Source: an optimization exercise on an open RTL-to-GDS flow (aim: small area and a short achievable clock period). Production flows keep margins and buffers that such runs may drop.
At most, simulation tests tie the RTL to the original design; equivalence was not proved.
The RTL of runs 5 and 6 was laid out without a check of its function.
Power figures rest on the tool's default switching activity, not on a simulated workload.

==> flow/design.v <==
package nlb_pkg;
  typedef enum logic [2:0]
  {
    LPBK1 = 3'd0,
    READ  = 3'd1,
    WRITE = 3'd2,
    TRPUT = 3'd3
  } nlb_mode_e;
  typedef struct packed
  {
    logic [64-4:0] rsvd;
    logic force_cmp;
    logic start;
    logic test_rst_n;
  } nlb_ctl_t;
  typedef struct packed
  {
    logic [64-6:0] rsvd_hi;
    nlb_mode_e mode;
    logic [1:0] rsvd_lo;
  } nlb_cfg_t;
  typedef union packed
  {
    logic [64-1:0] raw;
    nlb_ctl_t ctl;
    nlb_cfg_t cfg;
  } nlb_csr_word_u;
endpackage
`timescale 1ns/1ps
module nlb_lpbk
(
  input  logic                    Clk_400,
  input  logic                    rst_n,
  input  logic                    mmio_wr_valid,
  input  logic                    mmio_rd_valid,
  input  logic [16-1:0] mmio_addr,
  input  logic [16-1:0]   mmio_tid,
  input  logic [64-1:0] mmio_wdata,
  output logic                    mmio_rsp_valid,
  output logic [16-1:0]   mmio_rsp_tid,
  output logic [64-1:0] mmio_rsp_data,
  output logic                    rd_req_valid,
  output logic [42-1:0]  rd_req_addr,
  output logic [16-1:0]   rd_req_tid,
  input  logic                    rd_almfull,
  input  logic                    rd_rsp_valid,
  input  logic [16-1:0]   rd_rsp_tid,
  input  logic [512-1:0]  rd_rsp_data,
  output logic                    wr_req_valid,
  output logic [42-1:0]  wr_req_addr,
  output logic [16-1:0]   wr_req_tid,
  output logic [512-1:0]  wr_req_data,
  input  logic                    wr_almfull,
  input  logic                    wr_rsp_valid,
  input  logic [16-1:0]   wr_rsp_tid
);
  logic [64-1:0] scratch;
  logic [64-1:0] src_reg;
  logic [64-1:0] dst_reg;
  logic [32-1:0]   num_lines;
  logic [64-1:0] ctl;
  logic [64-1:0] ctl_nx;
  logic [64-1:0] cfg;
  logic [64-1:0] rd_data;
  logic run;
  logic run_nx;
  logic cfg_wr_en;
  assign run    = ctl[0] & ctl[1];
  assign ctl_nx = !rst_n ? '0
                : (mmio_wr_valid && mmio_addr == 16'h0138) ? mmio_wdata : ctl;
  assign run_nx = ctl_nx[0] & ctl_nx[1];
  assign cfg_wr_en = mmio_wr_valid & ~run;
  always_ff @(posedge Clk_400)
  begin
    ctl <= ctl_nx;
    if (!rst_n)
    begin
      src_reg   <= '0;
      dst_reg   <= '0;
      num_lines <= '0;
      cfg       <= '0;
    end
    else if (cfg_wr_en)
    begin
      case (mmio_addr)
        16'h0120:  src_reg   <= mmio_wdata;
        16'h0128:  dst_reg   <= mmio_wdata;
        16'h0130: num_lines <= mmio_wdata[32-1:0];
        16'h0140:       cfg       <= mmio_wdata;
        default:            ;
      endcase
    end
  end
  always_ff @(posedge Clk_400)
  begin
    if (cfg_wr_en && mmio_addr == 16'h0100)
      scratch <= mmio_wdata;
  end
  logic m_copy;    
  logic m_pat;     
  logic m_rd;      
  logic m_wr;      
  logic need_r;    
  logic [2:0] mode_nx;
  assign mode_nx = !rst_n ? 3'd0
                 : (cfg_wr_en && mmio_addr == 16'h0140) ? mmio_wdata[4:2] : cfg[4:2];
  always_ff @(posedge Clk_400)
  begin
    m_copy <= (mode_nx == 3'd0);
    m_pat  <= (mode_nx[2:1] == 2'b01);
    m_rd   <= (mode_nx != 3'd2);
    m_wr   <= (mode_nx == 3'd0) | (mode_nx[2:1] == 2'b01);
    need_r <= (mode_nx != 3'd0) & (mode_nx != 3'd2);
  end
  logic run_q;       
  logic going;       
  logic going_nx;
  logic done_q;
  logic done_nx;
  logic test_done;
  logic td_nx;
  logic all_done;
  logic [63:0] num_clocks;
  logic [32-1:0] num_reads;
  logic [32-1:0] num_writes;
  assign all_done = (~m_wr | (num_writes == num_lines))
                  & (~need_r | (num_reads == num_lines));
  assign done_nx  = rst_n & run & (done_q | all_done);
  assign going_nx = run_nx & run;
  assign td_nx    = done_nx | (going_nx & ctl_nx[2]);
  always_ff @(posedge Clk_400)
  begin
    run_q     <= rst_n & run;
    going     <= going_nx;
    done_q    <= done_nx;
    test_done <= td_nx;
    if (!rst_n || !run)
      num_clocks <= '0;
    else if (!test_done)
      num_clocks <= num_clocks + 64'd1;
  end
  logic [32-1:0]  line_idx;
  logic [32-1:0]  line_inc;
  logic [42-1:0] rd_addr_q;
  logic [42-1:0] rd_addr_inc;
  logic [2:0]             pend;
  logic [2:0]             pend_nx;
  logic                   rd_more;
  logic                   rd_more_nx;
  logic                   lines_nz;
  logic                   rd_can;
  assign rd_req_valid = rd_can & ~rd_almfull & ~(m_copy & wr_almfull);
  assign rd_req_addr  = rd_addr_q;
  assign rd_req_tid   = line_idx[16-1:0];
  assign lines_nz    = (num_lines != '0);
  assign line_inc    = line_idx + 1'b1;
  assign rd_addr_inc = rd_addr_q + 1'b1;
  always_comb
  begin
    if (!run_q)
    begin
      rd_more_nx = lines_nz;
      pend_nx    = 3'd0;
    end
    else
    begin
      rd_more_nx = rd_req_valid ? (line_inc != num_lines) : rd_more;
      if (rd_req_valid && !rd_rsp_valid)
        pend_nx = pend + 3'd1;
      else if (!rd_req_valid && rd_rsp_valid)
        pend_nx = pend - 3'd1;
      else
        pend_nx = pend;
    end
  end
  always_ff @(posedge Clk_400)
  begin
    rd_more <= rd_more_nx;
    pend    <= pend_nx;
    rd_can  <= going_nx & m_rd & ~td_nx & rd_more_nx & (pend_nx != 3'd7);
    if (!run_q)
    begin
      line_idx  <= '0;
      rd_addr_q <= src_reg[42-1:0];
    end
    else if (rd_req_valid)
    begin
      line_idx  <= line_inc;
      rd_addr_q <= rd_addr_inc;
    end
  end
  always_ff @(posedge Clk_400)
  begin
    if (!rst_n || !(going && m_rd))
      num_reads <= '0;
    else if (rd_rsp_valid && !test_done)
      num_reads <= num_reads + 1'b1;
  end
  logic [16-1:0]  wr_tid_q;
  logic [42-1:0] wr_addr_q;
  logic [42-1:0] wr_addr_inc;
  logic [512-1:0] wr_data_q;
  logic                   wr_more;
  logic                   wr_more_nx;
  logic                   copy_issue;
  logic                   pat_can;
  logic                   pat_issue;
  logic [32-1:0]  pat_idx;
  logic [32-1:0]  pat_inc;
  logic [32-1:0]  pat_nx;
  assign pat_idx   = wr_data_q[32-1:0];
  assign pat_issue = pat_can & ~wr_almfull;
  assign wr_req_valid = copy_issue | pat_issue;
  assign wr_req_addr  = wr_addr_q;
  assign wr_req_tid   = wr_tid_q;
  assign wr_req_data  = wr_data_q;
  assign pat_inc     = pat_idx + 1'b1;
  assign wr_addr_inc = wr_addr_q + 1'b1;
  assign pat_nx      = !run_q ? '0 : pat_issue ? pat_inc : pat_idx;
  assign wr_more_nx  = !run_q ? lines_nz : pat_issue ? (pat_inc != num_lines) : wr_more;
  always_ff @(posedge Clk_400)
  begin
    copy_issue <= rd_rsp_valid & run & run_nx & m_copy & ~td_nx;
    pat_can    <= going_nx & m_pat & ~td_nx & wr_more_nx;
    wr_more    <= wr_more_nx;
    if (m_copy)
    begin
      wr_tid_q  <= rd_rsp_tid;
      wr_data_q <= rd_rsp_data;
      wr_addr_q <= dst_reg[42-1:0] + 42'(rd_rsp_tid);
    end
    else
    begin
      wr_tid_q  <= pat_nx[16-1:0];
      wr_data_q <= {(512/32){pat_nx}};
      if (!run_q)
        wr_addr_q <= dst_reg[42-1:0];
      else if (pat_issue)
        wr_addr_q <= wr_addr_inc;
    end
  end
  always_ff @(posedge Clk_400)
  begin
    if (!rst_n || !(going && m_wr))
      num_writes <= '0;
    else if (wr_rsp_valid && !test_done)
      num_writes <= num_writes + 1'b1;
  end
  always_comb
  begin
    case (mmio_addr)
      16'h0000:       rd_data = 64'h1000_0100_0000_0001;
      16'h0100:   rd_data = scratch;
      16'h0120:  rd_data = src_reg;
      16'h0128:  rd_data = dst_reg;
      16'h0130: rd_data = {{(64-32){1'b0}}, num_lines};
      16'h0138:       rd_data = ctl;
      16'h0140:       rd_data = cfg;
      16'h0160:    rd_data = {{(64-1){1'b0}}, test_done};
      16'h0168:    rd_data = {num_writes, num_reads};
      16'h0170:    rd_data = num_clocks;
      default:            rd_data = '0;
    endcase
  end
  always_ff @(posedge Clk_400)
  begin
    mmio_rsp_valid <= rst_n & mmio_rd_valid;
    mmio_rsp_tid   <= mmio_tid;
    mmio_rsp_data  <= rd_data;
  end
endmodule
==> flow/flow/run.sh <==
#!/bin/bash
# Standard ORFS layout, with plain buf_1 cells as the port buffers and a
# clock tree of larger sink clusters without dummy loads.
set -euo pipefail
export BUFFER_PORTS_ARGS="-buffer_cell sky130_fd_sc_hd__buf_1"
export CTS_ARGS="-sink_clustering_enable -repair_clock_nets -dont_use_dummy_load -sink_clustering_size 20 -sink_clustering_max_diameter 120 -buf_list {sky130_fd_sc_hd__clkbuf_16}"
bash standard.sh finish > run_standard.log 2>&1
==> flow/standard.sh <==
#!/bin/bash
# synth_recipe.tcl (not shown) runs the flow's synth.tcl, then flattens the netlist and writes it again
# the make line also repeats each setting of config.mk as NAME=value (left out here)
make -C /OpenROAD-flow-scripts/flow DESIGN_CONFIG=/design/flow/config.mk WORK_HOME=/design/flow/orfs CLKGATE_MAP_FILE= SYNTH_SCRIPT=/design/flow/synth_recipe.tcl "${@:-finish}"
==> flow/config.mk <==
export PLATFORM = sky130hd
export DESIGN_NAME = nlb_lpbk
export DESIGN_NICKNAME = nlb_lpbk
export VERILOG_FILES = /design/flow/design.v
export SDC_FILE = /design/flow/constraint.sdc
export NUM_CORES = 4
export LEC_CHECK = 0
export CAP_MARGIN = 20
export CORE_AREA = 10 10 490 490
export DIE_AREA = 0 0 500 500
export PLACE_DENSITY = 0.75
export SETUP_SLACK_MARGIN = 3.3
export SLEW_MARGIN = 20
export TNS_END_PERCENT = 50
==> flow/constraint.sdc <==
create_clock -name core_clock -period 6.0 [get_ports {Clk_400}]
set_input_delay 1.2000 -clock core_clock [delete_from_list [all_inputs] [get_ports {Clk_400}]]
set_output_delay 1.2000 -clock core_clock [all_outputs]
set_load 0.01 [all_outputs]
==> run notes, run 1 <==
Status:
- The flow ran to the end and the layout has no timing, DRC or antenna violations.

Synthesis:
- The post-synthesis average cell area is 8.99 um2.
- The post-synthesis cell count is 5,470.
- Counting every net in the synthesized netlist gives 6,144.
- The synthesized design contains 148 enable-type register cells.
- For this run, the leading register cell type out of synthesis is dfxtp_1.
- The async set or reset register ratio after synthesis is 0%.
- The sequential-to-total area share from yosys stat is 52.7%.
- The total of flip-flops plus latches after synthesis is 1,222.
- The yosys synthesis warning count is 1.
- The netlist area before placement is 49,200 um2.
- The count of different cell masters after synthesis is 85.

Power:
- The worst ir drop on vdd is 223 uV.
- The power density of the placed cells is 240 nW/um2.
- The analysis attributes to cell leakage a power of 25.5 nW.

Timing:
- The final setup TNS is 0 ps.
- The least setup slack across all paths after layout is 2960 ps.
- The actual transition at the worst max-transition pin is 1110 ps.
- The setup-violating endpoint count in the final report is 0.
- The clock arrives with 71.1 ps of skew.
- The count of endpoints failing hold in the final timing report is 0.
- Headroom to the max-slew limit came out at 26.1%.
- The final critical-path required period is 3040 ps.
- The number of pins exceeding their max-slew limit in the final report came to 0.
- The tightest hold path in the finished design has a slack of 463 ps.
- The maximum operating frequency is 329 MHz.
- The portion of the clock cycle consumed by the worst path in the final layout is 50.6%.
- Setup repair after global routing could not meet its margin everywhere.

Die:
- The effective utilization at floorplan is 21.4%.
- The die covers 250,000 um2.
- In this run the standard cell core region covers 230,000 um2.
- The I/O pin count is 1,359.
- The die is 500 um tall.
- The chip width is 500 um.
- Row generation in the floorplan step produced 176 rows.

Clock tree:
- The clock tree from TritonCTS is done.
- The source-to-sink clock delay at the later pin of the worst-skew pair is 750 ps.
- The number of hold buffers added after CTS was 0.
- Clock-pin slew was measured on the worst setup and hold paths at 80 ps.
- The buffer cell driving the clock tree root is clkbuf_16.
- The clock sink count is 1,222.
- The TritonCTS buffer count is 77.
- In this run the number of H-tree levels came out at 3.
- The longest clock path from root to sink contains 3 buffers.

Run:
- The max-cap check violation count is 0.

Setup path:
- The type of destination of the critical path is a primary output.
- At the worst endpoint, the arrival time is 1840 ps.
- The number of cells on the worst reg-to-reg path is 10.
- Setup slack on the worst reg-to-reg path comes out at 3050 ps.
- The worst setup path is launched from a primary input.
- The worst register-to-register path begins at wr_data_q[7]$_DFF_P_.
- The peak fanout along the critical path is 2.
- The critical setup path kind is primary input to primary output.
- The worst register-to-register path ends at wr_data_q[475]$_DFF_P_.
- The data required time of the worst path is 4800 ps.

GRT:
- The total grt overflow is 0.
- Global routing used 31.6% of the available tracks across all layers.
- The pin count of the biggest net entering global routing is 159.
- The number of global-route vias before repair was 44,800.
- The first global-routing pass estimated 510,000 um of wire.
- The number of antenna violations at the first check in global routing is 218.

Drt:
- The total detailed-routing wirelength is 419,000 um.
- Dividing the detail-routed wire length by the instance count gives 42.0 um.
- Dividing the detail-routed via count by the number of cells gives 5.04.
- The final route contains 50,300 vias.
- In this run, the number of DRC markers left after iteration 0 of detailed routing was 6,550.
- After detailed routing, the number of remaining DRC violations is 0.
- The first detailed-routing pass ran for 8 iterations.
- Once detail routing completed, the nets flagged for antenna violations numbered 0.

Final layout:
- Cells with a size suffix above 1 make up 15.5% of the layout.
- The net count of the finished layout is 7,518.
- The most common cell after layout, fill and taps aside is nand2_1.
- The flip-flop count of the largest register, all copies and words added is 512.
- The top register by number of flip-flops is wr_data_q.
- The count of fill cells added during filler insertion is 24,800.
- The area growth from synthesis to layout is 31.1%.
- The library cells used most frequently in the layout, excluding fill and tap cells, are nand2_1 (1,489), buf_1 (1,044), dfxtp_1 (1,003).

Placement:
- At the end of routability-driven placement, the weighted congestion stood at 1.08.
- The total half-perimeter wirelength after legalization and detailed placement is 335,000 um.
- The count of buffers from port buffering is 1,342.
- The worst setup slack after placement is 1550 ps.

Worst hold path:
- The path with the worst hold slack has its endpoint at ctl[20]$_SDFFE_PN0N_.
- The type of the tightest min-delay check is register to register.
- Along the worst hold path, the cell count comes to 2.
- In this run the most critical hold path is launched from ctl[20]$_SDFFE_PN0N_.
-- worst max path at each step --
stage	startpoint	to	slack (ps)	cells after the start
final	rd_almfull	rd_req_valid	2960	4
after global routing	rd_almfull	rd_req_valid	2950	4
after CTS	rd_almfull	rd_req_valid	2820	4
after detailed placement	mmio_addr[7]	mmio_rsp_data[15]$_DFF_P_	1550	8
after global placement	mmio_addr[7]	mmio_rsp_data[13]$_DFF_P_	1580	8
after floorplan	rd_rsp_tid[0]	wr_addr_q[24]$_DFFE_PP_	2430	11
-- repair_timing --
action                      CTS  global route
buffers inserted            123           110
setup endpoints to repair  1338           835
gates cloned                 18             3
pin swaps                    80            62
resized for setup           644           586
-- layer usage --
metal	global-route usage (%)	vias up	wire (um)
met5	0	-	337
met4	33.2	54	53900
met3	17.5	1098	58400
met2	49.0	3586	185000
met1	28.2	24200	121000
li1	-	21400	-
-- kinds of logic after synthesis --
logic type	Yosys count	synth area share, %
AND/OR/NAND/NOR	2401	21.3
flip-flops	1222	52.7
AO/OA/AOI/OAI	985	14.5
buffers and inverters	425	3.46
XOR/XNOR	392	6.98
adder cells (fa/ha/maj)	28	0.717
multiplexers	17	0.354
-- synthesized netlist by cell type (77+ instances only) --
cell type / n / area share [%]
a21boi_0: 286 / 4.4
a22oi_1: 126 / 1.9
clkbuf_1: 325 / 2.5
dfxtp_1: 1074 / 44
a21o_1: 179 / 2.7
xnor2_1: 161 / 2.9
nand2_1: 1540 / 12
a21oi_1: 114 / 1.2
xor2_1: 231 / 4.1
o21ai_0: 85 / 0.86
nor2_1: 282 / 2.2
nand3_1: 177 / 1.8
nand4_1: 77 / 0.98
edfxtp_1: 148 / 9.0
-- cell type report --
type / count / area, um2 / area share, %
Inverter: 40 / 153 / 0.237
Clock buffer: 77 / 1930 / 2.99
Sequential cell: 1222 / 26100 / 40.5
Antenna cell: 118 / 295 / 0.458
Tap cell: 3026 / 3790 / 5.87
Multi-Input combinational cell: 3840 / 23300 / 36.2
Timing Repair Buffer: 1663 / 8840 / 13.7
-- power breakdown --
part,internal (mW),switching (mW)
Clock,2.28,3.08
Sequential,8.44,0.127
Combinational,0.418,1.16
-- worst max-delay path, stage by stage --
cell and delay (ps):
buf_8 110, nand3b_1 230, inv_4 140, buf_8 140
-- through the flow --
| stage | instances | util [%] | power [mW] | cell area, um2 |
|---|---|---|---|---|
| 5_1_grt | 9928 | 28.0 | 15.9 | 64300 |
| 4_1_cts | 9755 | 27.1 | 15.5 | 62100 |
| 3_3_place_gp | 9537 | 25.1 | 10.2 | 57700 |
| 2_1_floorplan | 5470 | - | 9.09 | 49900 |
| 3_5_place_dp | 9537 | 25.1 | 10.2 | 57700 |
| 6_report | 9986 | 28.1 | 15.5 | 64500 |
==> run 2: changes to the inputs <==
--- a/flow/config.mk
+++ b/flow/config.mk
@@ -8,7 +8,6 @@
 export CAP_MARGIN = 20
 export CORE_AREA = 10 10 490 490
 export DIE_AREA = 0 0 500 500
-export PLACE_DENSITY = 0.75
-export SETUP_SLACK_MARGIN = 3.3
+export PLACE_DENSITY = 0.85
+export SETUP_SLACK_MARGIN = 3.2
 export SLEW_MARGIN = 20
-export TNS_END_PERCENT = 50
==> run notes, run 2 <==
GRT:
- The most utilized layer in the global route result is met2.
- The number of antenna violations at the first check in global routing is 316 (+45%).
- The met1 track demand over resource came to 29.9% (+1.8 points).
- The total grt overflow is 0 (unchanged).
- The met2 demand-to-capacity share in global routing was 50.6% (+1.6 points).
- The number of global-route vias before repair was 45,100 (+0.62%).
- The overall fraction of global-route tracks in use is 30.8% (-0.80 points).
- The pin count of the biggest net entering global routing is 198 (+25%).
- The met3 capacity usage during global routing is 18.5% (+1.0 points).
- The global-route wire length before repair is 501,000 um (-1.7%).

Clock tree:
- The clock sink count came to 1,222 (unchanged).
- The clock tree from TritonCTS is done.
- The source-to-sink clock delay at the later pin of the worst-skew pair is 760 ps (about the same).
- The TritonCTS buffer count is 77 (unchanged).
- The hold buffer count at cts is 0 (unchanged).
- The clock slew seen by the registers of the worst setup and hold paths came to 80 ps (about the same).
- The maximum number of buffers from clock root to sink is 3 (unchanged).
- The tree is rooted in a clkbuf_16.
- The H-tree depth is 3 (unchanged).

Die:
- The die outline height is 500 um (unchanged).
- The die footprint is 250,000 um2 (unchanged).
- The effective utilization at floorplan is 21.4% (unchanged).
- The I/O pin count came to 1,359 (unchanged).
- The chip width is 500 um (unchanged).
- The placement row count came to 176 (unchanged).
- The core region area is 230,000 um2 (unchanged).

Synthesis:
- The count of different cell masters after synthesis is 85 (unchanged).
- The post-synthesis cell type with the largest combined area is dfxtp_1.
- By count the netlist is led by nand2_1 (1,540), dfxtp_1 (1,074), clkbuf_1 (325).
- The number of flops mapped to enable cells by yosys is 148 (unchanged).
- The area share of the largest cell type after synthesis is 43.7% (unchanged).
- The async set or reset register ratio after synthesis is 0% (unchanged).
- Among all flip-flop cells after synthesis, the most frequent one is dfxtp_1.
- The most instantiated library cell after synthesis is nand2_1.
- After synthesis, the cell types taking the most area are dfxtp_1 (44%), nand2_1 (12%), edfxtp_1 (9.0%), a21boi_0 (4.4%), xor2_1 (4.1%).
- The post-synthesis cell count is 5,470 (unchanged).
- The total of flip-flops plus latches after synthesis is 1,222 (unchanged).
- The sequential-to-total area share from yosys stat came to 52.7% (unchanged).
- The post-synthesis average cell area is 8.99 um2 (unchanged).
- The netlist area before placement is 49,200 um2 (unchanged).
- The yosys synthesis warning count was 1 (unchanged).
- The net count after synthesis came to 6,144 (unchanged).

Final layout:
- The top register by number of flip-flops is wr_data_q.
- The flip-flop count of the largest register, all copies and words added is 512 (unchanged).
- The final net count was 7,430 (-1.2%).
- The total non-filler cell area in the finished layout was 62,700 um2 (-2.8%).
- The total area of sequential cells came to 26,100 um2 (-0.17%).
- The share of final-layout standard cells stronger than drive strength 1 is 12.7% (-2.8 points).
- The most common cell after layout, fill and taps aside is nand2_1.
- The top cell types in the final layout, fill and taps aside, are nand2_1 (1,505), buf_1 (1,063), dfxtp_1 (1,012).
- The area used by multi-input combinational logic was 22,800 um2 (-2.4%).
- The area growth from synthesis to layout is 27.4%.
- The count of fill cells added during filler insertion was 24,700 (-0.23%).

Placement:
- The total half-perimeter wirelength after legalization and detailed placement was 335,000 um (about the same).
- The count of buffers from port buffering is 1,342 (unchanged).
- The weighted congestion at the end of routability-driven global placement is 0.994 (-8.4%).
- The instance area after placement came to 57,600 um2 (about the same).

Timing:
- The maximum operating frequency is 331 MHz (+0.32%).
- The worst-case headroom to the max-slew limit is 25.3% (-0.76 points).
- The actual transition at the worst max-transition pin is 1120 ps (+12.9 ps).
- The final critical-path required period is 3030 ps (-9.82 ps).
- The setup-violating endpoint count in the final report is 0 (unchanged).
- The number of pins exceeding their max-slew limit in the final report is 0 (unchanged).
- Setup repair after global routing could not meet its margin everywhere.
- The count of endpoints failing hold in the final timing report is 0 (unchanged).
- The portion of the clock cycle consumed by the worst path in the final layout came to 50.4% (-0.16 points).
- The final setup TNS is 0 ps (unchanged).
- The setup skew after layout came to 80.6 ps (+9.44 ps).

Setup path:
- The data required time of the worst path is 4800 ps (about the same).
- The startpoint identified for the worst register-to-register timing path is dst_reg[0]$_SDFFE_PN0P_.
- In this run the worst setup path begins at wr_almfull.
- The critical setup path kind is primary input to primary output.
- STA classifies the critical path endpoint as a primary output.
- The signal on the critical path passes through buf_8 -> nand2_2 -> nand3b_1 -> inv_4 -> buf_6.
- The critical path arrival is 1830 ps (about the same).
- The number of buffer and inverter stages on the critical path is 3 (unchanged).
- The peak fanout along the critical path is 3 (+1).
- The sort of element at the start of the critical path is a primary input.
- The maximum cell stage delay along the critical path is 170 ps (-60 ps).
- In this design, the largest share of critical-path delay is due to buffers and inverters.
- The slowest stage of the critical path is the nand3b_1 cell.

Drt:
- The number of nets still failing antenna checks after routing came to 0 (unchanged).
- The count of TritonRoute iterations in the first routing pass is 9 (+1).
- The wire length per cell came to 41.4 um (-1.3%).
- The total detailed-routing wirelength is 409,000 um (-2.5%).
- The total DRC errors in the routed layout is 0 (unchanged).
- The total via count after detailed routing was 50,500 (+0.35%).
- The iteration-0 DRC count of the detailed router is 6,804 (+3.9%).
- The vias per cell is 5.12 (+1.6%).

Power:
- The power density of the placed cells came to 245 nW/um2 (+1.9%).
- The worst ir drop on vdd is 243 uV (+8.9%).
- The static power due to leakage is 24.8 nW (-2.6%).
- The total power of the final layout is 15.4 mW (-0.96%).

Run:
- The max-cap check violation count is 0 (unchanged).

Worst hold path:
- The type of the tightest min-delay check is register to register.
- The startpoint of the tightest hold check path is scratch[33]$_DFFE_PP_.

Status:
- The flow ran to the end and the layout has no timing, DRC or antenna violations.
run 2: cell types whose count changed in the layout (fill, tap and decap cells not counted), moves of 17 or more:
cell	before	now
a21boi_0	237	286
a21boi_1	51	2
buf_2	68	239
a22oi_1	96	126
diode_2	118	85
buf_4	314	193
a22oi_2	30	0
clkbuf_2	121	11
clkbuf_4	19	2
buf_1	1044	1063
run 2: kinds of logic (layout without fill, tap and decap cells):
kind of cell	after synthesis	in the layout	synth area share (%)
XOR/XNOR	392	392	6.98
adder cells (fa/ha/maj)	28	28	0.717
other	0	85	0
AND/OR/NAND/NOR	2401	2415	21.3
flip-flops	1222	1222	52.7
multiplexers	17	17	0.354
buffers and inverters	425	1695	3.46
AO/OA/AOI/OAI	985	985	14.5
run 2: layer usage:
metal	up-vias	share of wire, %	wire (um)
met5	-	0.15	614
met4	94	7.4	30100
met3	1040	16	64100
met2	3768	46	188000
met1	24400	31	126000
li1	21100	-	-
run 2: worst min-delay path, stage by stage, from the launching register on:
cell and delay, ps:
edfxtp_1 320, a22oi_1 70, nand3_1 80
run 2: per-stage QoR:
step / std cells / setup slack, ps / hold slack [ps] / util, %
3_5_place_dp: 9551 / 1430 / 457 / 25.1
6_report: 9865 / 2970 / 458 / 27.3
2_1_floorplan: 5470 / 2430 / 398 / -
3_3_place_gp: 9551 / 1510 / 448 / 25.1
5_1_grt: 9823 / 2950 / 469 / 27.2
4_1_cts: 9747 / 3000 / 462 / 26.9
run 2: repair_timing:
item | in CTS | in global routing
endpoints found under the setup margin | 1198 | 208
buffers inserted | 106 | 31
resized for setup | 571 | 99
pin swaps | 66 | 38
gates cloned | 13 | 2
endpoints found under the hold margin | 0 | 0
run 2: final timing paths:
check | endpoint | slack [ps] | depth (start not counted)
worst max-delay path | rd_req_valid | 2970 | 5
worst min register to register | mmio_rsp_data[33]$_DFF_P_ | 460 | 2
worst max register to register | wr_addr_q[36]$_DFFE_PP_ | 3100 | 12
worst min-delay path | mmio_rsp_data[33]$_DFF_P_ | 460 | 2
run 2: power breakdown:
group | internal [mW] | total (mW) | switching, mW | leakage, nW
clock | 2.28 | 5.37 | 3.09 | 0.949
sequential | 8.44 | 8.57 | 0.125 | 10.5
combinational | 0.374 | 1.42 | 1.04 | 13.4
run 2: area by class of cell:
type	count	area share, %
Antenna cell	85	0.339
Inverter	40	0.244
Tap cell	3026	6.04
Clock buffer	77	3.08
Multi-Input combinational cell	3837	36.4
Sequential cell	1222	41.6
Timing Repair Buffer	1578	12.3
==> run 3: changes to the inputs <==
--- a/flow/config.mk
+++ b/flow/config.mk
@@ -8,6 +8,6 @@
 export CAP_MARGIN = 20
 export CORE_AREA = 10 10 490 490
 export DIE_AREA = 0 0 500 500
-export PLACE_DENSITY = 0.85
-export SETUP_SLACK_MARGIN = 3.2
+export PLACE_DENSITY = 0.8
+export SETUP_SLACK_MARGIN = 3.25
 export SLEW_MARGIN = 20
==> run notes, run 3 <==
Die:
- The chip width was 500 um (unchanged).
- The effective utilization at floorplan is 21.4% (unchanged).
- The die footprint came to 250,000 um2 (unchanged).
- The die outline height is 500 um (unchanged).
- The core region area is 230,000 um2 (unchanged).
- The I/O pin count is 1,359 (unchanged).
- The placement row count is 176 (unchanged).

Placement:
- The total half-perimeter wirelength after legalization and detailed placement is 340,000 um (+1.3%).
- The count of buffers from port buffering is 1,342 (unchanged).
- The weighted congestion at the end of routability-driven global placement came to 1.00 (+1.1%).
- The instance area after placement came to 57,700 um2 (about the same).

Status:
- The run finished with no timing, DRC or antenna violations.

Timing:
- The number of pins exceeding their max-slew limit in the final report is 0 (unchanged).
- The actual transition at the worst max-transition pin is 1160 ps (+38.0 ps).
- The setup skew after layout is 91.8 ps (+11.2 ps).
- The final setup TNS is 0 ps (unchanged).
- The maximum operating frequency is 331 MHz (+0.21%).
- The portion of the clock cycle consumed by the worst path in the final layout came to 50.3% (-0.11 points).
- Setup repair after global routing could not meet its margin everywhere.
- The count of endpoints failing hold in the final timing report came to 0 (unchanged).
- The worst-case headroom to the max-slew limit is 22.8% (-2.5 points).
- The final critical-path required period is 3020 ps (-6.47 ps).
- The setup-violating endpoint count in the final report was 0 (unchanged).

Worst hold path:
- The number of cells traversed by the worst hold path is 2 (unchanged).
- The path class of the tightest hold or removal check is register to register.

Synthesis:
- The number of flops mapped to enable cells by yosys is 148 (unchanged).
- The post-synthesis cell type with the largest combined area is dfxtp_1.
- The yosys synthesis warning count is 1 (unchanged).
- The async set or reset register ratio after synthesis is 0% (unchanged).
- The sequential-to-total area share from yosys stat is 52.7% (unchanged).
- The post-synthesis average cell area is 8.99 um2 (unchanged).
- The count of different cell masters after synthesis is 85 (unchanged).
- The post-synthesis cell count was 5,470 (unchanged).
- In the synthesized netlist, the cells that appear most often are nand2_1 (1,540), dfxtp_1 (1,074), clkbuf_1 (325).
- The netlist area before placement is 49,200 um2 (unchanged).
- The most instantiated library cell after synthesis is nand2_1.
- The total of flip-flops plus latches after synthesis is 1,222 (unchanged).
- After synthesis, the cell types taking the most area are dfxtp_1 (44%), nand2_1 (12%), edfxtp_1 (9.0%), a21boi_0 (4.4%), xor2_1 (4.1%).
- The net count after synthesis was 6,144 (unchanged).
- The area share of the largest cell type after synthesis is 43.7% (unchanged).
- For this run, the leading register cell type out of synthesis is dfxtp_1.

GRT:
- The overall fraction of global-route tracks in use is 31.1% (+0.32 points).
- The global-route wire length before repair is 506,000 um (+0.98%).
- The pin count of the biggest net entering global routing came to 232 (+17%).
- The total grt overflow is 0 (unchanged).
- The number of antenna violations at the first check in global routing came to 299 (-5.4%).
- The number of global-route vias before repair is 45,100 (-0.035%).

Final layout:
- Leaving out fill and tap cells, the most frequent cells in the layout are nand2_1 (1,494), dfxtp_1 (1,007), buf_1 (990).
- The final net count came to 7,422 (-0.11%).
- wr_data_q holds more flip-flops than any other register.
- The total non-filler cell area in the finished layout was 62,900 um2 (+0.31%).
- The flip-flop count of the largest register, all copies and words added is 512 (unchanged).
- Leaving out fill and tap cells, the most frequent cell in the layout is nand2_1.
- The count of fill cells added during filler insertion is 24,800 (+0.38%).
- Relative to the synthesized area, the layout overhead comes to 27.8%.
- The share of final-layout standard cells stronger than drive strength 1 is 14.4% (+1.6 points).

Drt:
- The count of TritonRoute iterations in the first routing pass came to 6 (-3).
- The total DRC errors in the routed layout is 0 (unchanged).
- The wire length per cell was 42.0 um (+1.4%).
- The number of nets still failing antenna checks after routing came to 0 (unchanged).
- The iteration-0 DRC count of the detailed router is 7,065 (+3.8%).
- The total detailed-routing wirelength is 414,000 um (+1.2%).
- The vias per cell is 5.11 (-0.16%).
- The total via count after detailed routing was 50,300 (-0.33%).

Setup path:
- The number of gates on the worst path with buffers counted is 5 (unchanged).
- The number of buffer and inverter stages on the critical path is 3 (unchanged).
- The largest individual stage delay along the critical path comes from the cell nand3b_1.
- The type of destination of the critical path is a primary output.
- The peak fanout along the critical path is 3 (unchanged).
- The critical path arrival is 1820 ps (about the same).
- The maximum cell stage delay along the critical path was 190 ps (+20 ps).
- The worst setup path is of the primary input to primary output kind.
- Among cell families on the critical path, the largest total delay comes from buffers and inverters.
- The data required time of the worst path is 4800 ps (about the same).
- The sort of element at the start of the critical path is a primary input.
- The depth of the worst register-to-register path is 8 (-4).
- Walking the worst path, the cells encountered are buf_8 -> nand2_2 -> nand3b_1 -> inv_4 -> buf_6.

Power:
- The static power due to leakage came to 25.0 nW (+1.0%).
- The worst ir drop on vdd is 220 uV (-9.4%).
- The power density of the placed cells came to 246 nW/um2 (+0.55%).

Clock tree:
- The source-to-sink clock delay at the later pin of the worst-skew pair was 770 ps (about the same).
- The H-tree depth came to 3 (unchanged).
- The buffer cell driving the clock tree root is clkbuf_16.
- The TritonCTS buffer count is 79 (+2.6%).
- The clock tree from TritonCTS is done.
- The clock slew seen by the registers of the worst setup and hold paths is 80 ps (about the same).
- The maximum number of buffers from clock root to sink was 3 (unchanged).
- The clock sink count is 1,222 (unchanged).

Run:
- The max-cap check violation count is 0 (unchanged).
run 3: layout make-up:
type | count | area (um2) | area share, %
diodes | 76 | 190 | 0.303
repair buffers | 1566 | 7710 | 12.3
clock buffers | 79 | 1980 | 3.15
multi-input cells | 3839 | 22900 | 36.5
well taps | 3026 | 3790 | 6.02
flip-flops and latches | 1222 | 26100 | 41.5
inverters | 40 | 153 | 0.243
run 3: timing repair:
item	4_1_cts	5_1_grt
cloned	11	7
setup endpoints to repair	1199	553
buffers inserted	88	44
hold buffers	0	0
pin swaps	63	63
resized for setup	709	132
run 3: worst min-delay path, stage by stage (launching register included):
cell	delay, ps
dfxtp_1	320
nand2_1	60
a21boi_1	50
run 3: cells by family after synthesis:
group,count (synthesis),synth area share [%]
adders and majority gates,28,0.717
muxes,17,0.354
and+or+nand+nor,2401,21.3
xor gates and xnor gates,392,6.98
buffers and inverters,425,3.46
DFF,1222,52.7
AOI/OAI and AO/OA,985,14.5
run 3: report_power, final:
| part | leakage [nW] | total (mW) | internal (mW) | switching [mW] |
|---|---|---|---|---|
| clock network | 0.974 | 5.48 | 2.34 | 3.14 |
| registers | 10.5 | 8.58 | 8.45 | 0.130 |
| logic | 13.6 | 1.43 | 0.384 | 1.05 |
| total | 25.0 | 15.5 | 11.2 | 4.32 |
run 3: final timing paths:
check | start | end | slack, ps
setup reg to reg | dst_reg[20]$_SDFFE_PN0P_ | wr_addr_q[37]$_DFFE_PP_ | 3110
hold reg to reg | cfg[40]$_SDFFE_PN0P_ | cfg[40]$_SDFFE_PN0P_ | 460
setup / recovery | wr_almfull | rd_req_valid | 2980
hold / removal | cfg[40]$_SDFFE_PN0P_ | cfg[40]$_SDFFE_PN0P_ | 460
run 3: per-stage QoR:
step / hold slack, ps / util, % / power, mW / instances / worst slack (ps)
after floorplan: 398 / - / 9.09 / 5470 / 2430
after global placement: 447 / 25.1 / 10.1 / 9542 / 1840
after detailed placement: 451 / 25.1 / 10.1 / 9543 / 1780
after CTS: 464 / 26.9 / 15.5 / 9721 / 2960
after global routing: 478 / 27.3 / 15.8 / 9796 / 2990
final: 462 / 27.4 / 15.5 / 9848 / 2980
run 3: layer usage:
| layer | GRT usage (%) | vias up | share of wire [%] |
|---|---|---|---|
| li1 | - | 21100 | - |
| met1 | 32.4 | 24500 | 33 |
| met3 | 15.0 | 977 | 13 |
| met5 | 0 | - | 0.12 |
| met2 | 52.0 | 3571 | 46 |
| met4 | 16.0 | 70 | 7.1 |
==> run 4: changes to the inputs <==
==> flow/config.mk (replaced) <==
export PLATFORM = sky130hd
export DESIGN_NAME = nlb_lpbk
export DESIGN_NICKNAME = nlb_lpbk
export VERILOG_FILES = /design/flow/design.v
export SDC_FILE = /design/flow/constraint.sdc
export NUM_CORES = 4
export LEC_CHECK = 0
export CAP_MARGIN = 20
export CORE_AREA = 8 8 460 460
export DIE_AREA = 0 0 468 468
export PLACE_DENSITY = 0.75
export SETUP_SLACK_MARGIN = 3.3
export SLEW_MARGIN = 20
==> run notes, run 4 <==
Setup path:
- The worst setup path is of the primary input to primary output kind.
- The critical path arrival is 1840 ps (+20 ps).
- The reg-to-reg critical path startpoint is dst_reg[0]$_SDFFE_PN0P_.
- The end of the worst register-to-register path is wr_addr_q[40]$_DFFE_PP_.
- The peak fanout along the critical path is 3 (unchanged).
- The depth of the worst register-to-register path is 11 (+3).
- The critical-path cell with the highest stage delay is buf_12.
- The worst setup path is captured at a primary output.
- The maximum cell stage delay along the critical path is 180 ps (about the same).
- Walking the worst path, the cells encountered are buf_6 -> nand2_2 -> nand3b_1 -> buf_12 -> inv_16 -> buf_8.
- The data required time of the worst path is 4800 ps (about the same).
- The number of buffer and inverter stages on the critical path is 4 (+1).
- The sort of element at the start of the critical path is a primary input.
- The register-to-register setup slack was 3150 ps (+40 ps).
- The kind of cell adding the most delay to the critical path is buffers and inverters.

Worst hold path:
- The startpoint of the tightest hold check path is num_lines[14]$_SDFFE_PN0P_.
- The number of cells traversed by the worst hold path is 2 (unchanged).
- The endpoint of the worst hold path is num_lines[14]$_SDFFE_PN0P_.
- The tightest min-delay check is of the register to register type.

Die:
- The die outline height is 468 um (-6.4%).
- The core region area is 204,000 um2 (-11%).
- The chip width is 468 um (-6.4%).
- The placement row count was 166 (-5.7%).
- The effective utilization at floorplan was 24.1% (+2.7 points).
- The I/O pin count is 1,359 (unchanged).
- The die footprint is 219,000 um2 (-12%).

Synthesis:
- The yosys synthesis warning count is 1 (unchanged).
- The post-synthesis cell type with the largest combined area is dfxtp_1.
- The most common cell in the synthesized netlist is nand2_1.
- The net count after synthesis came to 6,144 (unchanged).
- The commonest cells after synthesis are nand2_1 (1,540), dfxtp_1 (1,074), clkbuf_1 (325).
- The number of flops mapped to enable cells by yosys is 148 (unchanged).
- The netlist area before placement is 49,200 um2 (unchanged).
- For this run, the leading register cell type out of synthesis is dfxtp_1.
- The sequential-to-total area share from yosys stat is 52.7% (unchanged).
- The post-synthesis average cell area came to 8.99 um2 (unchanged).
- After synthesis, the cell types taking the most area are dfxtp_1 (44%), nand2_1 (12%), edfxtp_1 (9.0%), a21boi_0 (4.4%), xor2_1 (4.1%).
- The async set or reset register ratio after synthesis was 0% (unchanged).
- The post-synthesis cell count is 5,470 (unchanged).
- The total of flip-flops plus latches after synthesis is 1,222 (unchanged).
- The count of different cell masters after synthesis is 85 (unchanged).
- The area share of the largest cell type after synthesis is 43.7% (unchanged).

Clock tree:
- The source-to-sink clock delay at the later pin of the worst-skew pair is 800 ps (+30 ps).
- The clock tree from TritonCTS is done.
- The hold buffer count at cts is 0 (unchanged).
- The clock sink count came to 1,222 (unchanged).
- The clock slew seen by the registers of the worst setup and hold paths is 80 ps (about the same).
- The maximum number of buffers from clock root to sink is 3 (unchanged).
- The TritonCTS buffer count is 77 (-2.5%).
- The H-tree depth is 3 (unchanged).
- The buffer cell driving the clock tree root is clkbuf_16.

GRT:
- The pin count of the biggest net entering global routing is 229 (-1.3%).
- The number of global-route vias before repair is 45,000 (-0.20%).
- The total grt overflow came to 0 (unchanged).
- The global-route wire length before repair is 492,000 um (-2.7%).
- The number of antenna violations at the first check in global routing is 239 (-20%).
- The overall fraction of global-route tracks in use is 34.6% (+3.5 points).

Drt:
- The vias per cell came to 5.27 (+3.1%).
- The total detailed-routing wirelength came to 403,000 um (-2.6%).
- The number of nets still failing antenna checks after routing is 0 (unchanged).
- The wire length per cell came to 42.1 um (+0.23%).
- The total via count after detailed routing was 50,400 (+0.20%).
- The count of TritonRoute iterations in the first routing pass is 9 (+3).
- The iteration-0 DRC count of the detailed router is 6,545 (-7.4%).
- The total DRC errors in the routed layout is 0 (unchanged).

Timing:
- The setup skew after layout is 99.9 ps (+8.06 ps).
- The final setup TNS was 0 ps (unchanged).
- The number of pins exceeding their max-slew limit in the final report is 0 (unchanged).
- The portion of the clock cycle consumed by the worst path in the final layout is 50.6% (+0.31 points).
- The actual transition at the worst max-transition pin came to 1080 ps (-77.3 ps).
- The worst-case headroom to the max-slew limit came to 27.7% (+4.9 points).
- The hold slack is 455 ps (-6.22 ps).
- The setup-violating endpoint count in the final report is 0 (unchanged).
- The maximum operating frequency is 329 MHz (-0.61%).
- Setup repair after global routing could not meet its margin everywhere.
- The count of endpoints failing hold in the final timing report is 0 (unchanged).
- The final critical-path required period is 3040 ps (+18.6 ps).

Final layout:
- The most common cell after layout, fill and taps aside is nand2_1.
- The flip-flop count of the largest register, all copies and words added is 512 (unchanged).
- The area growth from synthesis to layout is 28.8%.
- The count of fill cells added during filler insertion is 21,700 (-13%).
- The final net count is 7,488 (+0.89%).
- The top register by number of flip-flops is wr_data_q.
- The share of final-layout standard cells stronger than drive strength 1 came to 15.9% (+1.5 points).
- The share of the core filled with cells is 31.1% (+3.7 points).
- In the layout the commonest cells are nand2_1 (1,501), buf_1 (985), dfxtp_1 (977).
- The area used by multi-input combinational logic is 23,100 um2 (+0.51%).
- The total area of sequential cells is 26,200 um2 (+0.30%).

Placement:
- The weighted congestion at the end of routability-driven global placement is 1.00 (about the same).
- The count of buffers from port buffering is 1,342 (unchanged).
- The total half-perimeter wirelength after legalization and detailed placement came to 326,000 um (-4.0%).

Power:
- The power density of the placed cells was 244 nW/um2 (-0.92%).
- The worst ir drop on vdd was 253 uV (+15%).
- The static power due to leakage is 25.5 nW (+1.8%).

Run:
- The max-cap check violation count is 0 (unchanged).

Status:
- The flow ran to the end and the layout has no timing, DRC or antenna violations.
[run 4: cell types whose count changed in the layout (fill, tap and decap cells not counted), sizes merged]
cell           delta
and4b             +2
buf              +37
bufbuf            +1
clkbuf           +29
clkdlybuf4s18     -1
diode             -3
nand2             +1
nor2              -3
[run 4: logic make-up (layout without fill, tap and decap cells)]
group	after synthesis	after routing	synth area share, %
AND/OR/NAND/NOR	2401	2417	21.3
adder cells (fa/ha/maj)	28	28	0.717
flip-flops	1222	1222	52.7
multiplexers	17	17	0.354
AO/OA/AOI/OAI	985	985	14.5
other	0	73	0
XOR/XNOR	392	392	6.98
buffers and inverters	425	1751	3.46
[run 4: cell type report]
cell class | instances | area share [%]
sequential | 1222 | 41.3
inverter | 40 | 0.265
antenna | 73 | 0.288
multi-input combinational | 3839 | 36.4
timing repair buffer | 1634 | 13.4
tap | 2688 | 5.31
clock buffer | 77 | 3.04
[run 4: per-stage QoR]
step	cell area [um2]	cells	setup WS, ps	power [mW]
finish	63400	9573	2960	15.5
global route	63200	9532	2950	15.8
CTS	61900	9428	2990	15.5
detailed placement	57400	9211	1790	10.1
global placement	57400	9210	1770	10.1
floorplan	50100	5470	2430	9.09
[run 4: report_power, final]
part,internal [mW],total (mW),switching (mW)
sequential,8.44,8.58,0.137
clock,2.28,5.38,3.10
combinational,0.401,1.51,1.11
total,11.1,15.5,4.34
[run 4: per-layer routing]
metal,global-route usage (%),up-vias,routed length [um]
li1,-,21300,-
met1,35.8,24500,133000
met2,50.0,3632,163000
met3,28.8,921,80600
met4,15.9,82,25300
met5,0.846,-,802
[run 4: tightest hold or removal path, cell delays in order, from the launching register on]
cell and delay [ps]:
dfxtp_1 320, nand2_1 50, a21boi_1 50
[run 4: timing repair]
| action | CTS | global route |
|---|---|---|
| gates cloned | 15 | 5 |
| pin swaps | 70 | 53 |
| setup endpoints to repair | 1306 | 423 |
| gates resized for setup | 803 | 162 |
| setup buffers | 125 | 67 |
| hold endpoints to repair | 0 | 0 |
[run 4: how the worst max path moves through the flow]
stage / from / end / slack, ps / depth (start not counted)
after global placement: rd_rsp_tid[1] / wr_addr_q[33]$_DFFE_PP_ / 1770 / 10
final: wr_almfull / rd_req_valid / 2960 / 6
after CTS: wr_almfull / rd_req_valid / 2990 / 6
after floorplan: rd_rsp_tid[0] / wr_addr_q[24]$_DFFE_PP_ / 2430 / 11
after global routing: wr_almfull / rd_req_valid / 2950 / 6
after detailed placement: rd_rsp_tid[1] / wr_addr_q[33]$_DFFE_PP_ / 1790 / 10
==> run 5: changes to the inputs <==
--- a/flow/design.v
+++ b/flow/design.v
@@ -199,6 +199,8 @@
   logic [16-1:0]  wr_tid_q;
   logic [42-1:0] wr_addr_q;
   logic [42-1:0] wr_addr_inc;
+  logic [16:0]    wr_lo_sum;
+  logic [42-16-1:0] dst_hi_inc;
   logic [512-1:0] wr_data_q;
   logic                   wr_more;
   logic                   wr_more_nx;
@@ -216,6 +218,8 @@
   assign wr_req_data  = wr_data_q;
   assign pat_inc     = pat_idx + 1'b1;
   assign wr_addr_inc = wr_addr_q + 1'b1;
+  assign wr_lo_sum   = {1'b0, dst_reg[16-1:0]} + {1'b0, rd_rsp_tid};
+  assign dst_hi_inc  = dst_reg[42-1:16] + 1'b1;
   assign pat_nx      = !run_q ? '0 : pat_issue ? pat_inc : pat_idx;
   assign wr_more_nx  = !run_q ? lines_nz : pat_issue ? (pat_inc != num_lines) : wr_more;
   always_ff @(posedge Clk_400)
@@ -227,7 +231,8 @@
     begin
       wr_tid_q  <= rd_rsp_tid;
       wr_data_q <= rd_rsp_data;
-      wr_addr_q <= dst_reg[42-1:0] + 42'(rd_rsp_tid);
+      wr_addr_q <= {wr_lo_sum[16] ? dst_hi_inc : dst_reg[42-1:16],
+                    wr_lo_sum[16-1:0]};
     end
     else
     begin
--- a/flow/config.mk
+++ b/flow/config.mk
@@ -6,8 +6,8 @@
 export NUM_CORES = 4
 export LEC_CHECK = 0
 export CAP_MARGIN = 20
-export CORE_AREA = 8 8 460 460
-export DIE_AREA = 0 0 468 468
+export CORE_AREA = 10 10 490 490
+export DIE_AREA = 0 0 500 500
 export PLACE_DENSITY = 0.75
 export SETUP_SLACK_MARGIN = 3.3
 export SLEW_MARGIN = 20
==> run notes, run 5 <==
Timing:
- Setup repair after global routing could not meet its margin everywhere.
- The setup skew after layout is 77.2 ps (-22.7 ps).
- The portion of the clock cycle consumed by the worst path in the final layout came to 52.6% (+2.0 points).
- The actual transition at the worst max-transition pin is 1130 ps (+49.1 ps).
- The maximum operating frequency is 317 MHz (-3.8%).
- The final critical-path required period is 3160 ps (+120 ps).
- The hold slack is 462 ps (+7.17 ps).
- The setup-violating endpoint count in the final report is 0 (unchanged).
- The count of endpoints failing hold in the final timing report is 0 (unchanged).
- The worst-case headroom to the max-slew limit is 24.6% (-3.1 points).
- The final setup TNS is 0 ps (unchanged).
- The least setup slack across all paths after layout was 2840 ps (-120 ps).
- The number of pins exceeding their max-slew limit in the final report was 0 (unchanged).

Power:
- The power density of the placed cells came to 234 nW/um2 (-4.1%).
- The static power due to leakage is 26.4 nW (+3.4%).
- The part of the power in the clock network is 35.3% (+0.5 points).
- The switching part of the total power came to 27.4% (-0.70 points).
- The worst ir drop on vdd is 228 uV (-10%).
- The cell internal power dissipation came to 11.2 mW (+0.31%).
- The combinational share of power is 9.0% (-0.8 points).
- The share of power burned in registers is 55.7% (+0.2 points).
- The reported net switching power is 4.20 mW (-3.1%).

Setup path:
- The critical path in this run is classified as primary input to register.
- The peak fanout along the critical path is 3 (unchanged).
- The critical path capture point is wr_addr_q[28]$_DFFE_PP_.
- The worst setup path is launched from a primary input.
- The depth of the worst register-to-register path came to 12 (+1).
- The register-to-register setup slack is 2870 ps (-280 ps).
- The first element of the critical path is rd_rsp_tid[0].
- Traced cell by cell, the critical path runs through buf_8 -> ha_4 -> inv_2 -> fa_2 -> nor2b_4 -> o2111ai_2 -> and4b_2 -> nor4b_4 -> o211ai_1 -> nor2_1 -> buf_6 -> buf_4 -> a211oi_2 -> a311o_1.
- The end of the worst register-to-register path is wr_addr_q[28]$_DFFE_PP_.
- The critical path arrival is 3680 ps (+1840 ps).
- The data required time of the worst path came to 6520 ps (+1720 ps).
- The maximum cell stage delay along the critical path is 360 ps (+180 ps).
- STA classifies the critical path endpoint as a register.
- The reg-to-reg critical path startpoint is dst_reg[1]$_SDFFE_PN0P_.
- The critical-path cell with the highest stage delay is fa_2.

Final layout:
- The total non-filler cell area in the finished layout was 65,600 um2 (+3.6%).
- The area growth from synthesis to layout is 32.7%.
- The most common cell after layout, fill and taps aside is nand2_1.
- The final net count is 7,480 (-0.11%).
- Ranked by flip-flop count, first place goes to wr_data_q.
- Leaving out fill and tap cells, the most frequent cells in the layout are nand2_1 (1,287), buf_1 (1,028), dfxtp_1 (1,008).
- The flip-flop count of the largest register, all copies and words added is 512 (unchanged).
- The share of final-layout standard cells stronger than drive strength 1 is 17.7% (+1.9 points).

Drt:
- The vias per cell came to 5.10 (-3.2%).
- The total DRC errors in the routed layout came to 0 (unchanged).
- The count of TritonRoute iterations in the first routing pass is 10 (+1).
- The iteration-0 DRC count of the detailed router is 7,208 (+10%).
- The total via count after detailed routing is 50,500 (+0.12%).
- The number of nets still failing antenna checks after routing is 0 (unchanged).
- The wire length per cell is 39.9 um (-5.4%).
- The total detailed-routing wirelength is 394,000 um (-2.2%).

Placement:
- The worst setup slack after placement was 1480 ps (-309 ps).
- The total half-perimeter wirelength after legalization and detailed placement came to 304,000 um (-6.8%).
- The instance area after placement is 58,100 um2 (+1.2%).
- The weighted congestion at the end of routability-driven global placement was 0.981 (-2.3%).
- The count of buffers from port buffering came to 1,342 (unchanged).

Die:
- The effective utilization at floorplan came to 21.5% (-2.6 points).
- The placement row count came to 176 (+6.0%).
- The die outline height is 500 um (+6.8%).
- The die footprint came to 250,000 um2 (+14%).
- The core region area is 230,000 um2 (+13%).
- The chip width is 500 um (+6.8%).
- The I/O pin count was 1,359 (unchanged).

Synthesis:
- The sequential-to-total area share from yosys stat is 52.5% (-0.27 points).
- The post-synthesis average cell area is 9.19 um2 (+2.2%).
- The most instantiated library cell after synthesis is nand2_1.
- The yosys synthesis warning count was 1 (unchanged).
- Counting instances in the post-synthesis netlist gives the leading cell types as nand2_1 (1,369), dfxtp_1 (1,074), clkbuf_1 (306).
- After synthesis, the cell types taking the most area are dfxtp_1 (43%), nand2_1 (10%), edfxtp_1 (9.0%), a21boi_0 (4.3%), a21o_1 (3.9%).
- The top flip-flop cell by instance count after synthesis is dfxtp_1.
- The count of different cell masters after synthesis is 80 (-5.9%).
- Of all cell types, the one taking the most synthesized area is dfxtp_1.
- The netlist area before placement is 49,400 um2 (+0.52%).
- The area share of the largest cell type after synthesis is 43.5% (-0.23 points).
- The net count after synthesis is 6,056 (-1.4%).
- The number of flops mapped to enable cells by yosys came to 148 (unchanged).
- The post-synthesis cell count came to 5,381 (-1.6%).
- The async set or reset register ratio after synthesis was 0% (unchanged).
- The total of flip-flops plus latches after synthesis is 1,222 (unchanged).

GRT:
- The number of global-route vias before repair is 45,400 (+0.81%).
- The overall fraction of global-route tracks in use is 29.2% (-5.4 points).
- The global-route wire length before repair is 483,000 um (-1.9%).
- The total grt overflow came to 0 (unchanged).
- The number of antenna violations at the first check in global routing is 235 (-1.7%).
- The pin count of the biggest net entering global routing came to 159 (-31%).

Clock tree:
- The hold buffer count at cts is 0 (unchanged).
- The maximum number of buffers from clock root to sink is 3 (unchanged).
- The tree is rooted in a clkbuf_16.
- The H-tree depth is 3 (unchanged).
- The TritonCTS buffer count is 78 (+1.3%).
- The clock slew seen by the registers of the worst setup and hold paths came to 100 ps (+20 ps).
- The clock sink count is 1,222 (unchanged).
- TritonCTS built the clock tree.
- The source-to-sink clock delay at the later pin of the worst-skew pair is 760 ps (-40 ps).

Status:
- The run finished with no timing, DRC or antenna violations.

Run:
- The max-cap check violation count is 0 (unchanged).

Worst hold path:
- The type of the tightest min-delay check is register to register.
## run 5: cell count changes in the layout (fill, tap and decap cells not counted), sizes merged, moves of 27 or more
cell,delta
mux2,+62
nand2,-161
a21o,+77
a22oi,-54
nand3,-40
a22o,-32
a221oi,-27
buf,+78
a222oi,+61
## run 5: metal layers
layer	routed length [um]	GRT usage (%)	vias to the layer above	part of all wire [%]
met4	28700	16.1	82	7.3
li1	-	-	21300	-
met3	57700	15.3	917	15
met2	172000	45.6	3664	44
met5	506	0	-	0.13
met1	136000	31.9	24500	34
## run 5: area by class of cell
cell class	instances	area, um2
inverter	52	198
timing repair buffer	1694	9520
multi-input combinational	3757	23900
sequential	1222	26100
clock buffer	78	1950
fill	24600	164000
antenna	67	168
tap	3026	3790
## run 5: worst min path at each step
stage                                  start                  endpoint  slack, ps  cells past startpoint
CTS                      cfg[6]$_SDFFE_PN0P_       cfg[6]$_SDFFE_PN0P_        460                      2
floorplan                      m_pat$_DFF_P_           pat_can$_DFF_P_        400                      2
global route            cfg[18]$_SDFFE_PN0P_      cfg[18]$_SDFFE_PN0P_        480                      2
detailed placement       cfg[6]$_SDFFE_PN0P_       cfg[6]$_SDFFE_PN0P_        450                      2
finish              dst_reg[50]$_SDFFE_PN0P_  dst_reg[50]$_SDFFE_PN0P_        460                      2
global placement    src_reg[42]$_SDFFE_PN0P_  src_reg[42]$_SDFFE_PN0P_        440                      2
## run 5: kinds of logic after synthesis
family	share of synthesized area, %
AND/OR/NAND/NOR	19.6
flip-flops	52.5
AO/OA/AOI/OAI	15.0
buffers and inverters	3.56
XOR/XNOR	6.89
multiplexers	1.74
adder cells (fa/ha/maj)	0.759
## run 5: power groups by stage
stage / clock network [mW] / logic (mW) / registers (mW)
floorplan: 0 / 0.284 / 8.81
global placement: 0 / 1.28 / 8.76
detailed placement: 0 / 1.27 / 8.76
CTS: 5.49 / 1.35 / 8.56
global route: 5.73 / 1.43 / 8.58
finish: 5.42 / 1.38 / 8.56
## run 5: stage by stage
step | power (mW) | cells | utilization, %
2_1_floorplan | 9.10 | 5381 | -
3_3_place_gp | 10.0 | 9488 | 25.3
3_5_place_dp | 10.0 | 9488 | 25.3
4_1_cts | 15.4 | 9743 | 27.6
5_1_grt | 15.7 | 9850 | 28.5
6_report | 15.4 | 9896 | 28.6
## run 5: worst max-delay path: cells and delay by family
| kind | cells | cell delay [ps] |
|---|---|---|
| and+or+nand+nor | 4 | 960 |
| AOI/OAI and AO/OA | 4 | 650 |
| adders and majority gates | 2 | 480 |
| buffers and inverters | 4 | 370 |
## run 5: repair_timing
item | CTS | global route
gates resized for setup | 709 | 297
endpoints found under the setup margin | 1261 | 482
buffers inserted | 146 | 65
pin swaps | 61 | 149
gates cloned | 31 | 21
==> run 6: changes to the inputs <==
--- a/flow/design.v
+++ b/flow/design.v
@@ -101,17 +101,11 @@
   logic m_rd;      
   logic m_wr;      
   logic need_r;    
-  logic [2:0] mode_nx;
-  assign mode_nx = !rst_n ? 3'd0
-                 : (cfg_wr_en && mmio_addr == 16'h0140) ? mmio_wdata[4:2] : cfg[4:2];
-  always_ff @(posedge Clk_400)
-  begin
-    m_copy <= (mode_nx == 3'd0);
-    m_pat  <= (mode_nx[2:1] == 2'b01);
-    m_rd   <= (mode_nx != 3'd2);
-    m_wr   <= (mode_nx == 3'd0) | (mode_nx[2:1] == 2'b01);
-    need_r <= (mode_nx != 3'd0) & (mode_nx != 3'd2);
-  end
+  assign m_copy = (cfg[4:2] == 3'd0);
+  assign m_pat  = (cfg[4:3] == 2'b01);
+  assign m_rd   = (cfg[4:2] != 3'd2);
+  assign m_wr   = m_copy | m_pat;
+  assign need_r = ~m_copy & (cfg[4:2] != 3'd2);
   logic run_q;       
   logic going;       
   logic going_nx;
@@ -199,8 +193,6 @@
   logic [16-1:0]  wr_tid_q;
   logic [42-1:0] wr_addr_q;
   logic [42-1:0] wr_addr_inc;
-  logic [16:0]    wr_lo_sum;
-  logic [42-16-1:0] dst_hi_inc;
   logic [512-1:0] wr_data_q;
   logic                   wr_more;
   logic                   wr_more_nx;
@@ -218,8 +210,6 @@
   assign wr_req_data  = wr_data_q;
   assign pat_inc     = pat_idx + 1'b1;
   assign wr_addr_inc = wr_addr_q + 1'b1;
-  assign wr_lo_sum   = {1'b0, dst_reg[16-1:0]} + {1'b0, rd_rsp_tid};
-  assign dst_hi_inc  = dst_reg[42-1:16] + 1'b1;
   assign pat_nx      = !run_q ? '0 : pat_issue ? pat_inc : pat_idx;
   assign wr_more_nx  = !run_q ? lines_nz : pat_issue ? (pat_inc != num_lines) : wr_more;
   always_ff @(posedge Clk_400)
@@ -231,8 +221,7 @@
     begin
       wr_tid_q  <= rd_rsp_tid;
       wr_data_q <= rd_rsp_data;
-      wr_addr_q <= {wr_lo_sum[16] ? dst_hi_inc : dst_reg[42-1:16],
-                    wr_lo_sum[16-1:0]};
+      wr_addr_q <= dst_reg[42-1:0] + 42'(rd_rsp_tid);
     end
     else
     begin
==> flow/flow/run.sh (replaced) <==
#!/bin/bash
# Standard ORFS layout, with plain buf_1 cells as the port buffers.
set -euo pipefail
export BUFFER_PORTS_ARGS="-buffer_cell sky130_fd_sc_hd__buf_1"
bash standard.sh finish > run_standard.log 2>&1
--- a/flow/config.mk
+++ b/flow/config.mk
@@ -5,9 +5,9 @@
 export SDC_FILE = /design/flow/constraint.sdc
 export NUM_CORES = 4
 export LEC_CHECK = 0
+export ABC_CLOCK_PERIOD_IN_PS = 3000
 export CAP_MARGIN = 20
 export CORE_AREA = 10 10 490 490
 export DIE_AREA = 0 0 500 500
-export PLACE_DENSITY = 0.75
-export SETUP_SLACK_MARGIN = 3.3
+export SETUP_SLACK_MARGIN = 3.1
 export SLEW_MARGIN = 20
==> run notes, run 6 <==
Timing:
- The actual transition at the worst max-transition pin was 1110 ps (-22.8 ps).
- The setup skew after layout was 59.4 ps (-17.8 ps).
- The maximum operating frequency came to 320 MHz (+0.95%).
- The least setup slack across all paths after layout came to 2870 ps (+29.6 ps).
- The number of pins exceeding their max-slew limit in the final report is 0 (unchanged).
- The setup-violating endpoint count in the final report was 0 (unchanged).
- The portion of the clock cycle consumed by the worst path in the final layout is 52.1% (-0.49 points).
- Setup repair after global routing could not meet its margin everywhere.
- The worst-case headroom to the max-slew limit is 26.2% (+1.6 points).
- The final setup TNS is 0 ps (unchanged).
- The count of endpoints failing hold in the final timing report was 0 (unchanged).
- The final critical-path required period is 3130 ps (-29.6 ps).

Synthesis:
- The sequential-to-total area share from yosys stat is 52.4% (-0.11 points).
- Among all cell types in the netlist, the one instantiated most often is dfxtp_1.
- The commonest cells after synthesis are dfxtp_1 (1,069), nand2_1 (790), a21o_1 (539).
- Ranked by total cell area, the synthesized netlist is headed by dfxtp_1 (43%), edfxtp_1 (9.0%), a21o_1 (8.2%), nand2_1 (6.0%), xor2_1 (4.3%).
- The yosys synthesis warning count is 1 (unchanged).
- The net count after synthesis is 5,743 (-5.2%).
- The post-synthesis xor/xnor area fraction is 7.19% (+0.30 points).
- The async set or reset register ratio after synthesis came to 0% (unchanged).
- dfxtp_1 takes more of the synthesized area than any other cell.
- The post-synthesis cell count is 5,069 (-5.8%).
- The compound-gate portion of the synthesized area is 19.1% (+4.1 points).
- The top flip-flop cell by instance count after synthesis is dfxtp_1.
- The multiplexer area fraction after synthesis was 1.68% (-0.060 points).
- The simple-gate area share of the yosys netlist is 15.4% (-4.2 points).
- The post-synthesis average cell area is 9.74 um2 (+6.0%).
- The total of flip-flops plus latches after synthesis is 1,217 (-0.41%).
- The netlist area before placement is 49,400 um2 (-0.17%).
- After synthesis, the largest family of logic cells by area is compound AO/OA/AOI/OAI gates.
- The number of flops mapped to enable cells by yosys is 148 (unchanged).
- The area share of the largest cell type after synthesis is 43.3% (-0.13 points).
- The count of different cell masters after synthesis is 85 (+6.3%).
- The adder and majority gate portion of the synthesized area came to 0.715% (-0.044 points).

Die:
- The I/O pin count was 1,359 (unchanged).
- The chip width was 500 um (unchanged).
- The placement row count came to 176 (unchanged).
- The effective utilization at floorplan is 21.5% (-0.036 points).
- The die footprint is 250,000 um2 (unchanged).
- The core region area is 230,000 um2 (unchanged).
- The die outline height is 500 um (unchanged).

Final layout:
- The share of final-layout standard cells stronger than drive strength 1 is 13.9% (-3.9 points).
- The area growth from synthesis to layout is 33.3%.
- The top cell types in the final layout, fill and taps aside, are buf_1 (1,199), dfxtp_1 (1,007), nand2_1 (782).
- The total area of sequential cells came to 25,900 um2 (-0.63%).
- The flip-flop count of the largest register, all copies and words added was 512 (unchanged).
- Ranked by flip-flop count, first place goes to wr_data_q.
- The library cell used most frequently in the layout, excluding fill and tap cells, is buf_1.
- The area used by multi-input combinational logic is 22,800 um2 (-4.5%).
- The final net count is 7,097 (-5.1%).
- The post-route non-filler standard cell count was 9,647 (-2.5%).
- The count of fill cells added during filler insertion is 24,600 (-0.11%).

Drt:
- The number of nets still failing antenna checks after routing is 0 (unchanged).
- The total detailed-routing wirelength is 389,000 um (-1.4%).
- The total via count after detailed routing came to 48,500 (-3.9%).
- The iteration-0 DRC count of the detailed router was 5,771 (-20%).
- The wire length per cell is 40.3 um (+1.2%).
- The total DRC errors in the routed layout is 0 (unchanged).
- The count of TritonRoute iterations in the first routing pass is 7 (-3).
- The vias per cell is 5.03 (-1.4%).

GRT:
- The number of global-route vias before repair is 45,700 (+0.73%).
- The overall fraction of global-route tracks in use was 29.3% (+0.045 points).
- The number of antenna violations at the first check in global routing is 161 (-31%).
- The pin count of the biggest net entering global routing was 189 (+19%).
- The global-route wire length before repair is 486,000 um (+0.77%).
- The total grt overflow is 0 (unchanged).

Setup path:
- Traced cell by cell, the critical path runs through buf_6 -> nor3_4 -> buf_12 -> a21o_4 -> clkinv_8 -> buf_6.
- Among all stages on the critical path, the largest delay is contributed by dfxtp_2.
- The data required time of the worst path is 4800 ps (-1720 ps).
- The dominant cell type by count on the critical path is buf_6.
- The critical path arrival is 1930 ps (-1750 ps).
- The maximum cell stage delay along the critical path is 310 ps (-50 ps).
- The type of destination of the critical path is a primary output.
- The peak fanout along the critical path is 6 (+3).
- The worst setup path is launched from a register.
- The worst setup path is of the register to primary output kind.

Placement:
- The worst setup slack after placement is 1330 ps (-154 ps).
- The count of buffers from port buffering was 1,342 (unchanged).
- The total half-perimeter wirelength after legalization and detailed placement is 314,000 um (+3.2%).
- The weighted congestion at the end of routability-driven global placement is 1.05 (+6.9%).
- The number of placed cells counting well taps came to 9,199 (-3.0%).

Clock tree:
- The TritonCTS buffer count is 152 (+95%).
- The H-tree depth is 4 (+1).
- The maximum number of buffers from clock root to sink is 3 (unchanged).
- The hold buffer count at cts came to 0 (unchanged).
- The clock sink count was 1,217 (-0.41%).
- TritonCTS built the clock tree.
- The source-to-sink clock delay at the later pin of the worst-skew pair is 830 ps (+70 ps).
- The clock slew seen by the registers of the worst setup and hold paths came to 60 ps (-40 ps).
- The root buffer cell chosen for the clock tree is clkbuf_16.

Status:
- The run finished with no timing, DRC or antenna violations.

Power:
- The static power due to leakage is 25.8 nW (-2.1%).
- The worst ir drop on vdd is 245 uV (+7.7%).
- The power density of the placed cells came to 301 nW/um2 (+29%).

Run:
- The max-cap check violation count is 0 (unchanged).

Worst hold path:
- The tightest min-delay check is of the register to register type.
run 6: layout make-up:
class                   count  area share, %
flip-flops and latches   1217           39.4
multi-input cells        3439           34.7
repair buffers           1568           11.6
clock buffers             213           6.61
well taps                3026           5.75
clock inverters            66           1.35
diodes                     73          0.278
inverters                  45          0.276
run 6: logic make-up (layout without fill, tap and decap cells):
kind of cell,Yosys count,after routing
other,0,73
muxes,75,75
DFF,1217,1217
buffers and inverters,420,1892
and+or+nand+nor,1649,1656
adders and majority gates,28,28
AOI/OAI and AO/OA,1275,1275
xor gates and xnor gates,405,405
run 6: through the flow:
step | power [mW] | utilization, % | hold slack, ps | cell area [um2]
after detailed placement | 10.1 | 25.4 | 443 | 58400
after global routing | 20.3 | 28.6 | 451 | 65700
final | 19.8 | 28.7 | 451 | 65800
after floorplan | 9.06 | - | 430 | 49800
after CTS | 19.9 | 28.4 | 407 | 65100
after global placement | 10.1 | 25.4 | 439 | 58400
run 6: metal layers:
layer,wire length (um),part of all wire (%),global-route usage (%)
met5,299,0.077,0
met4,20100,5.2,13.1
met1,151000,39,34.9
met2,169000,43,44.5
met3,48300,12,14.1
run 6: critical path: cells and delay by family, from the launching register on:
kind / cells / cell delay, ps
AOI/OAI and AO/OA: 1 / 170
and+or+nand+nor: 1 / 190
DFF: 1 / 310
buffers and inverters: 4 / 450
run 6: power breakdown:
part / leakage [nW] / switching, mW / total, mW / internal, mW
Sequential: 10.4 / 0.179 / 8.61 / 8.43
Clock: 2.56 / 4.07 / 9.82 / 5.75
Combinational: 12.8 / 0.990 / 1.37 / 0.383
Total: 25.8 / 5.24 / 19.8 / 14.6
run 6: worst paths after layout:
check | from | slack [ps] | end | cells after the start
worst max-delay path | cfg[4]$_SDFFE_PN0P_ | 2870 | rd_req_valid | 6
worst min-delay path | cfg[59]$_SDFFE_PN0P_ | 450 | cfg[59]$_SDFFE_PN0P_ | 2
worst max register to register | cfg[4]$_SDFFE_PN0P_ | 3060 | wr_data_q[325]$_DFF_P_ | 8
worst min register to register | cfg[59]$_SDFFE_PN0P_ | 450 | cfg[59]$_SDFFE_PN0P_ | 2
run 6: repair_timing:
item / 4_1_cts / 5_1_grt
endpoints found under the setup margin: 958 / 218
gates resized for setup: 368 / 96
gates cloned: 5 / 7
buffers inserted: 57 / 27
pin swaps: 26 / 19

==> port drivers added, routing unchanged <==
The results above use ideal ports. As a check the final layouts listed here were re-extracted and re-timed, cells and wires unchanged. Step 1, drivers: a clkbuf_16 drives Clk_400 and a buf_2 each remaining input, both assumed. Step 2 times the ports against the registers' clock, not the clock port: input delays grow and output delays shrink by t, the midpoint of the rising clock arrivals with the driver on. Slacks: no drivers / after step 1 / after step 2; pairs: no drivers / after step 1.
run | shift t [ns] | setup WS [ns]
run 1 | 0.791 | 2.965 / 2.839 / 2.161
run 2 | 0.852 | 2.975 / 2.837 / 2.146
run 3 | 0.841 | 2.981 / 2.859 / 2.211
run 4 | 0.837 | 2.963 / 2.801 / 2.162
run 5 | 0.827 | 2.843 / 2.825 / 1.998
run 6 | 0.903 | 2.872 / 2.769 / 2.011
After both steps every run listed still meets setup and hold.
